Source: an optimization exercise on an open RTL-to-GDS flow (aim: small area). Production flows keep margins and buffers that such runs may drop. Only simulation tests tie the RTL to the original design; equivalence was not proved. Power is estimated from default activity; no workload was simulated.

===== flow/design.v =====
`default_nettype none
package biquad_pkg;
    typedef enum logic [1:0] {
        ST_IDLE      = 2'd0,
        ST_FETCH     = 2'd1,
        ST_NEXT      = 2'd2,
        ST_WAIT_SWAP = 2'd3
    } loader_state_t;
    localparam int B0 = 0;
    localparam int B1 = 1;
    localparam int B2 = 2;
    localparam int A1 = 3;
    localparam int A2 = 4;
    localparam int DEFAULT_TIMEOUT = 255;
endpackage
`default_nettype wire
`default_nettype none
module biquad_coeff_bank #(
    parameter int  DATA_W = 64,
    parameter int  N_SECT = 4,
    parameter int  N_COEF = 5,
    parameter int  WR_W   = 5,
    localparam int SECT_W = (N_SECT > 1) ? $clog2(N_SECT) : 1,
    localparam int IDX_W  = (N_COEF > 1) ? $clog2(N_COEF) : 1
) (
    input  logic              clk,
    input  logic              rst,
    input  logic              i_wr_en,
    input  logic [WR_W-1:0]   i_wr_addr,
    input  logic [DATA_W-1:0] i_wr_dat,
    input  logic              i_swap,
    input  logic [SECT_W-1:0] i_rd_sect,
    input  logic [IDX_W-1:0]  i_rd_idx,
    output logic [DATA_W-1:0] o_rd_dat
);
    localparam int c_N_WORDS = N_SECT * N_COEF;
    logic [DATA_W-1:0] r_shadow [c_N_WORDS];
    logic [DATA_W-1:0] r_active [c_N_WORDS];
    logic [DATA_W-1:0] r_rd_dat;
    logic [DATA_W-1:0] w_rd_sel;
    always_comb begin
        w_rd_sel = '0;
        for (int s = 0; s < N_SECT; s++) begin
            for (int c = 0; c < N_COEF; c++) begin
                if (i_rd_sect == SECT_W'(s) && i_rd_idx == IDX_W'(c)) begin
                    w_rd_sel = i_swap ? r_shadow[s*N_COEF + c] : r_active[s*N_COEF + c];
                end
            end
        end
    end
    always_ff @(posedge clk or posedge rst) begin
        if (rst) begin
            for (int i = 0; i < c_N_WORDS; i++) begin
                r_shadow[i] <= '0;
                r_active[i] <= '0;
            end
            r_rd_dat <= '0;
        end else begin
            for (int i = 0; i < c_N_WORDS; i++) begin
                if (i_wr_en && i_wr_addr == WR_W'(i)) begin
                    r_shadow[i] <= i_wr_dat;
                end
                if (i_swap) begin
                    r_active[i] <= r_shadow[i];
                end
            end
            r_rd_dat <= w_rd_sel;
        end
    end
    assign o_rd_dat = r_rd_dat;
endmodule
`default_nettype wire
`default_nettype none
module wb_biquad_coeff_loader #(
    parameter int  DATA_W  = 64,
    parameter int  ADDR_W  = 9,
    parameter int  N_SECT  = 4,
    parameter int  N_COEF  = 5,
    parameter int  TIMEOUT = biquad_pkg::DEFAULT_TIMEOUT,
    localparam int SECT_W  = (N_SECT > 1) ? $clog2(N_SECT) : 1,
    localparam int IDX_W   = (N_COEF > 1) ? $clog2(N_COEF) : 1
) (
    input  logic              wb_clk_i,
    input  logic              wb_rst_i,
    output logic              coeff_wbm_cyc_o,
    output logic              coeff_wbm_stb_o,
    output logic [ADDR_W-1:0] coeff_wbm_adr_o,
    input  logic [DATA_W-1:0] coeff_wbm_dat_i,
    input  logic              coeff_wbm_ack_i,
    input  logic [ADDR_W-1:0] base_adr_i,
    input  logic              load_i,
    input  logic              sample_stb_i,
    input  logic [SECT_W-1:0] rd_sect_i,
    input  logic [IDX_W-1:0]  rd_idx_i,
    output logic [DATA_W-1:0] rd_dat_o,
    output logic              busy_o,
    output logic              done_o,
    output logic              err_o
);
    localparam int c_N_COEF_WORDS = N_SECT * N_COEF;
    localparam int c_N_WORDS = c_N_COEF_WORDS;
    localparam int W_W   = $clog2(c_N_WORDS + 1);
    localparam int TMO_W = (TIMEOUT > 1) ? $clog2(TIMEOUT) : 1;
    localparam logic [W_W-1:0]   c_LAST_W   = W_W'(c_N_WORDS - 1);
    localparam logic [TMO_W-1:0] c_TMO_LAST = TMO_W'(TIMEOUT - 1);
    biquad_pkg::loader_state_t     r_state;
    biquad_pkg::loader_state_t     w_state_nxt;
    logic [ADDR_W-1:0] r_base;
    logic [W_W-1:0]    r_w;
    logic [TMO_W-1:0]  r_tmo;
    logic              r_busy;
    logic              r_done;
    logic              r_err;
    logic              w_cyc;
    logic              w_start;
    logic              w_wr_en;
    logic              w_abort;
    logic              w_swap;
    always_ff @(posedge wb_clk_i or posedge wb_rst_i) begin
        if (wb_rst_i) begin
            r_state <= biquad_pkg::ST_IDLE;
        end else begin
            r_state <= w_state_nxt;
        end
    end
    always_comb begin
        w_state_nxt = r_state;
        w_cyc       = 1'b0;
        w_start     = 1'b0;
        w_wr_en     = 1'b0;
        w_abort     = 1'b0;
        w_swap      = 1'b0;
        case (r_state)
            biquad_pkg::ST_IDLE: begin
                if (load_i) begin
                    w_start     = 1'b1;
                    w_state_nxt = biquad_pkg::ST_FETCH;
                end
            end
            biquad_pkg::ST_FETCH: begin
                w_cyc = 1'b1;
                if (coeff_wbm_ack_i) begin
                    w_state_nxt = biquad_pkg::ST_NEXT;
                    w_wr_en = 1'b1;
                end else if (r_tmo == c_TMO_LAST) begin
                    w_abort     = 1'b1;
                    w_state_nxt = biquad_pkg::ST_IDLE;
                end
            end
            biquad_pkg::ST_NEXT: begin
                w_state_nxt = (r_w == c_LAST_W) ? biquad_pkg::ST_WAIT_SWAP : biquad_pkg::ST_FETCH;
            end
            biquad_pkg::ST_WAIT_SWAP: begin
                if (sample_stb_i) begin
                    w_swap      = 1'b1;
                    w_state_nxt = biquad_pkg::ST_IDLE;
                end
            end
            default: w_state_nxt = biquad_pkg::ST_IDLE;
        endcase
    end
    always_ff @(posedge wb_clk_i or posedge wb_rst_i) begin
        if (wb_rst_i) begin
            r_base <= '0;
            r_w    <= '0;
            r_tmo  <= '0;
            r_busy <= 1'b0;
            r_done <= 1'b0;
            r_err  <= 1'b0;
        end else begin
            r_done <= w_swap;
            if (w_start) begin
                r_base <= base_adr_i;
                r_w    <= '0;
                r_tmo  <= '0;
                r_err  <= 1'b0;
                r_busy <= 1'b1;
            end
            if (r_state == biquad_pkg::ST_FETCH) begin
                r_tmo <= coeff_wbm_ack_i ? '0 : r_tmo + TMO_W'(1);
            end
            if (r_state == biquad_pkg::ST_NEXT) begin
                r_w <= r_w + W_W'(1);
            end
            if (w_abort) begin
                r_err  <= 1'b1;
                r_busy <= 1'b0;
            end
            if (w_swap) begin
                r_busy <= 1'b0;
            end
        end
    end
    biquad_coeff_bank #(
        .DATA_W (DATA_W),
        .N_SECT (N_SECT),
        .N_COEF (N_COEF),
        .WR_W   (W_W)
    ) u_bank (
        .clk       (wb_clk_i),
        .rst       (wb_rst_i),
        .i_wr_en   (w_wr_en),
        .i_wr_addr (r_w),
        .i_wr_dat  (coeff_wbm_dat_i),
        .i_swap    (w_swap),
        .i_rd_sect (rd_sect_i),
        .i_rd_idx  (rd_idx_i),
        .o_rd_dat  (rd_dat_o)
    );
    assign coeff_wbm_adr_o = r_base + ADDR_W'(r_w);
    assign coeff_wbm_cyc_o = w_cyc;
    assign coeff_wbm_stb_o = w_cyc;
    assign busy_o          = r_busy;
    assign done_o          = r_done;
    assign err_o           = r_err;
endmodule
`default_nettype wire

===== flow/run.sh =====
#!/bin/bash
# synth_recipe.tcl (not shown) runs the flow's synth.tcl, then flattens the netlist and writes it again
# the make line also repeats each setting of config.mk as NAME=value (left out here)
make -C /OpenROAD-flow-scripts/flow DESIGN_CONFIG=/design/flow/config.mk WORK_HOME=/design/flow/orfs CLKGATE_MAP_FILE= SYNTH_SCRIPT=/design/flow/synth_recipe.tcl finish

===== flow/config.mk =====
export PLATFORM = sky130hd
export DESIGN_NAME = wb_biquad_coeff_loader
export DESIGN_NICKNAME = wb_biquad_coeff_loader
export VERILOG_FILES = /design/flow/design.v
export SDC_FILE = /design/flow/constraint.sdc
export NUM_CORES = 4
export LEC_CHECK = 0
export CAP_MARGIN = 20
export CORE_MARGIN = 2
export CORE_UTILIZATION = 45
export SLEW_MARGIN = 20

===== flow/constraint.sdc =====
create_clock -name core_clock -period 8.0 [get_ports {wb_clk_i}]
set_input_delay 1.6000 -clock core_clock [delete_from_list [all_inputs] [get_ports {wb_clk_i}]]
set_output_delay 1.6000 -clock core_clock [all_outputs]
set_load 0.01 [all_outputs]

==> out/metrics.yaml <==
placement:
  portBuffers: 160
  dp_hpwl_microns: 167000
  gp_congestion: 0.782
  dp.cells: 11400
critical_path:
  rr_startpoint: "r_state[1]$_DFFE_PP0P_"
  crit_type: "flop to primary output"
  timing.rr.end: "u_bank.r_rd_dat[10]$_DFF_PP0_"
  worstPathMaxFanout: 7
  crit_slowest_cell: "clkdlybuf4s50_1"
  crit_path_end_kind: "primary output"
  r2r_setup_slack_ns: 3.73
  path_common_cell: "inv_1"
  cp_data_arrival_time_ns: 3.43
  start_kind: "flop"
  worstPathCellList: "ha_1 > inv_1 > fa_1 > inv_1 > a21oi_1 > o21bai_1 > a21o_1 > nand4_1 > xnor2_1 > clkdlybuf4s50_1"
  slowest_delay_ns: 0.55
  required_ns: 6.40
  reg2regPathDepth: 10
floorplanning:
  die_h_microns: 495
  die_area_sq_um: 245000
  initial_core_util: 0.452
  core-area_sq_um: 240000
  io-pin-count: 161
  die_w_microns: 495
  rows: 180
clock_network:
  post_cts_resized: 0
  clockBufferDepth: 4
  ctsHtreeMaxLevel: 5
  clkSinkCount: 2651
  cts_hold_buf: 0
  cts-buffers-inserted: 295
  cts-root-buf: "clkbuf_16"
  clk_pin_slew_ns: 0.06
  clk_latency_ns: 0.92
  post_cts_buffers: 0
  cts_tree: "yes"
synth:
  synthMuxAreaShare: 0.211
  synthCells: 8598
  syn_avg_cell_area_sq_um: 12.6
  synth_xor_area_frac: 0.000808
  synthArstFlopShare: 1.00
  synth_seq_cells: 2651
  synth_top_family_by_area: "multiplexers"
  syn_area_sq_um: 108000
  synth_nets: 8694
  ys_warn_count: 4
  ys_types: 73
  synth_edf_count: 0
  synthAdderAreaFrac: 0.00157
  synth-compound-area-share: 0.0563
  synthFlopType: "dfrtp_1"
  synthSimpleGateAreaFrac: 0.0893
  yosysSeqAreaShare: 0.612
pwr:
  p_leak_nw: 62.1
  powerDensity_nw_per_um2: 337
  total_power_w: 0.0413
  vdd_drop_max_mv: 0.195
timing:
  max_freq_mhz: 199
  fin_crit_ns: 5.03
  fin_crit_sh: 0.629
  setup_viol: 0
  hold_viol_final: 0
  fin_skew_ns: 0.0448
  slew_headroom: 0.208
  hold_ws_ns: 0.451
  final_max_slew_viol_count: 0
  rsz0062_at_grt: "no"
  tightest_slew_ns: 1.19
  fin_tns_setup_ns: 0
route:
  drc: 0
  vias: 67900
  drt_iter0_drc: 5058
  drt-total-wl_microns: 299000
  dr.pass1.iters: 6
  vias_per_cell: 5.68
  ant_nets: 0
  wl_per_cell_microns: 25.0
final_layout:
  drive_gt1_frac: 0.299
  final_util: 0.511
  syn2layout_area_growth_pct: 13.1
  regArea_sq_um: 66300
  fin_cells: 12000
  layout.nets: 8641
  fillers: 20800
  multi_input_area_sq_um: 39300
min_path:
  min-delay-start: "u_bank.r_shadow[8][12]$_DFFE_PP0P_"
  hold-path-cell-count: 2
  min_to: "u_bank.r_active[8][12]$_DFF_PP0_"
  hp-class: "flop to flop"
global_route:
  grt_pass1_wl_microns: 454000
  grt_usage: 0.244
  antenna_found_initial: 13
  grt_pass1_vias: 70700
  grt_max_degree: 180
  overflow: 0
flow_run:
  drv_cap: 0
run_status:
  status: "finished clean"
[flip-flops by register name (all words and copies together), names as in the netlist]
| signal | count |
|---|---|
| r_done | 1 |
| u_bank.r_shadow | 1280 |
| r_err | 1 |
| u_bank.r_active | 1280 |
| r_w | 5 |
| r_tmo | 8 |
| r_state | 2 |
| r_base | 9 |
| r_busy | 1 |
| u_bank.r_rd_dat | 64 |
[cell type report]
cell class / count / share of cell area
sequential: 2651 / 0.541
multi-input combinational: 5219 / 0.321
clock buffer: 444 / 0.0724
tap: 3185 / 0.0325
timing repair buffer: 305 / 0.0259
clock inverter: 63 / 0.00499
inverter: 73 / 0.00233
antenna: 10 / 0.000204
[routing by layer]
metal	part of all wire	up-vias	track usage
met1	0.45	36200	0.333
met2	0.49	1451	0.408
li1	-	29700	-
met4	0.032	0	0.0798
met5	0	-	0
met3	0.037	517	0.0286
[Yosys cell counts, types with 62 or more instances]
library cell / number / area, sq um
clkbuf_1: 406 / 1520
buf_2: 201 / 1010
mux2_2: 1966 / 22100
o22ai_1: 118 / 738
nor2_1: 203 / 762
nand2_1: 1878 / 7050
a21oi_1: 93 / 465
a22oi_1: 177 / 1330
dfrtp_1: 2651 / 66300
inv_1: 72 / 270
o21ai_0: 88 / 440
a21o_1: 62 / 465
[worst max-delay path by stage]
stage,startpoint,to,slack [ns],cells past startpoint
after floorplan,wb_rst_i,r_base[0]$_DFFE_PP0P_,-30.47,1
after global placement,sample_stb_i,u_bank.r_rd_dat[10]$_DFF_PP0_,2.36,11
final,r_w[0]$_DFFE_PP0P_,coeff_wbm_adr_o[8],2.97,10
after CTS,r_w[0]$_DFFE_PP0P_,coeff_wbm_adr_o[8],2.91,10
after detailed placement,sample_stb_i,u_bank.r_rd_dat[11]$_DFF_PP0_,2.31,11
after global routing,r_w[0]$_DFFE_PP0P_,coeff_wbm_adr_o[8],2.69,10
[metrics by stage]
step / instance area (sq um) / setup WS (ns)
after global placement: 113000 / 2.36
after detailed placement: 113000 / 2.31
after global routing: 123000 / 2.69
after CTS: 123000 / 2.91
final: 123000 / 2.97
after floorplan: 108000 / -30.47
[critical path: cells and delay by family, from the launching register on]
kind / cells / cell delay (ns)
AOI/OAI and AO/OA: 3 / 0.46
xor gates and xnor gates: 1 / 0.16
adders and majority gates: 2 / 0.61
buffers and inverters: 3 / 0.67
DFF: 1 / 0.49
and+or+nand+nor: 1 / 0.13
[layout by cell type (no fill, tap or decap), types with 88 or more instances in the layout]
master           count
dfrtp_1           2651
mux2_2            1966
nand2_1           1859
clkbuf_16          301
nor2_1             194
a22oi_1            177
clkdlybuf4s50_1    160
o22ai_1            118
buf_4              107
a21oi_1             93
o21ai_0             88
[cell families after synthesis]
kind of cell,count (synthesis)
simple gates,2332
fa+ha+maj,13
mux,2038
compound gates,826
buf+inv,728
xor+xnor,10
flops,2651
[where the power goes]
part	internal [W]	total, W	switching, W
clock network	0.00795	0.0133	0.00537
logic	0.00420	0.00848	0.00428
registers	0.0178	0.0195	0.00167
total	0.0300	0.0413	0.0113

[port drivers added, routing unchanged]
How much do the figures lean on ideal ports? The routed layout below was timed once more, with nothing changed but the port constraints. Step 1 (the two cells are an assumption about what drives the block):
set clk [get_ports {wb_clk_i}]
set_driving_cell -lib_cell sky130_fd_sc_hd__clkbuf_16 $clk
set_driving_cell -lib_cell sky130_fd_sc_hd__buf_2 [delete_from_list [all_inputs] $clk]
Step 2 times the ports against the registers' clock, not the clock port: input delays grow and output delays shrink by t, the midpoint of the rising clock arrivals with the driver on. Slacks: no drivers / after step 1 / after step 2; pairs: no drivers / after step 1.
t (ns): 1.001
slack for setup (ns): 2.972 / 2.876 / 2.267
hold slack, ns: 0.451 / 0.451 / 0.451
worst setup path after step 2: input to register
pins driven straight from the clock port: 1
After both steps setup and hold are still met in this run. The setup slack of this run moves by -0.096 ns with the drivers and by -0.705 ns with both steps.
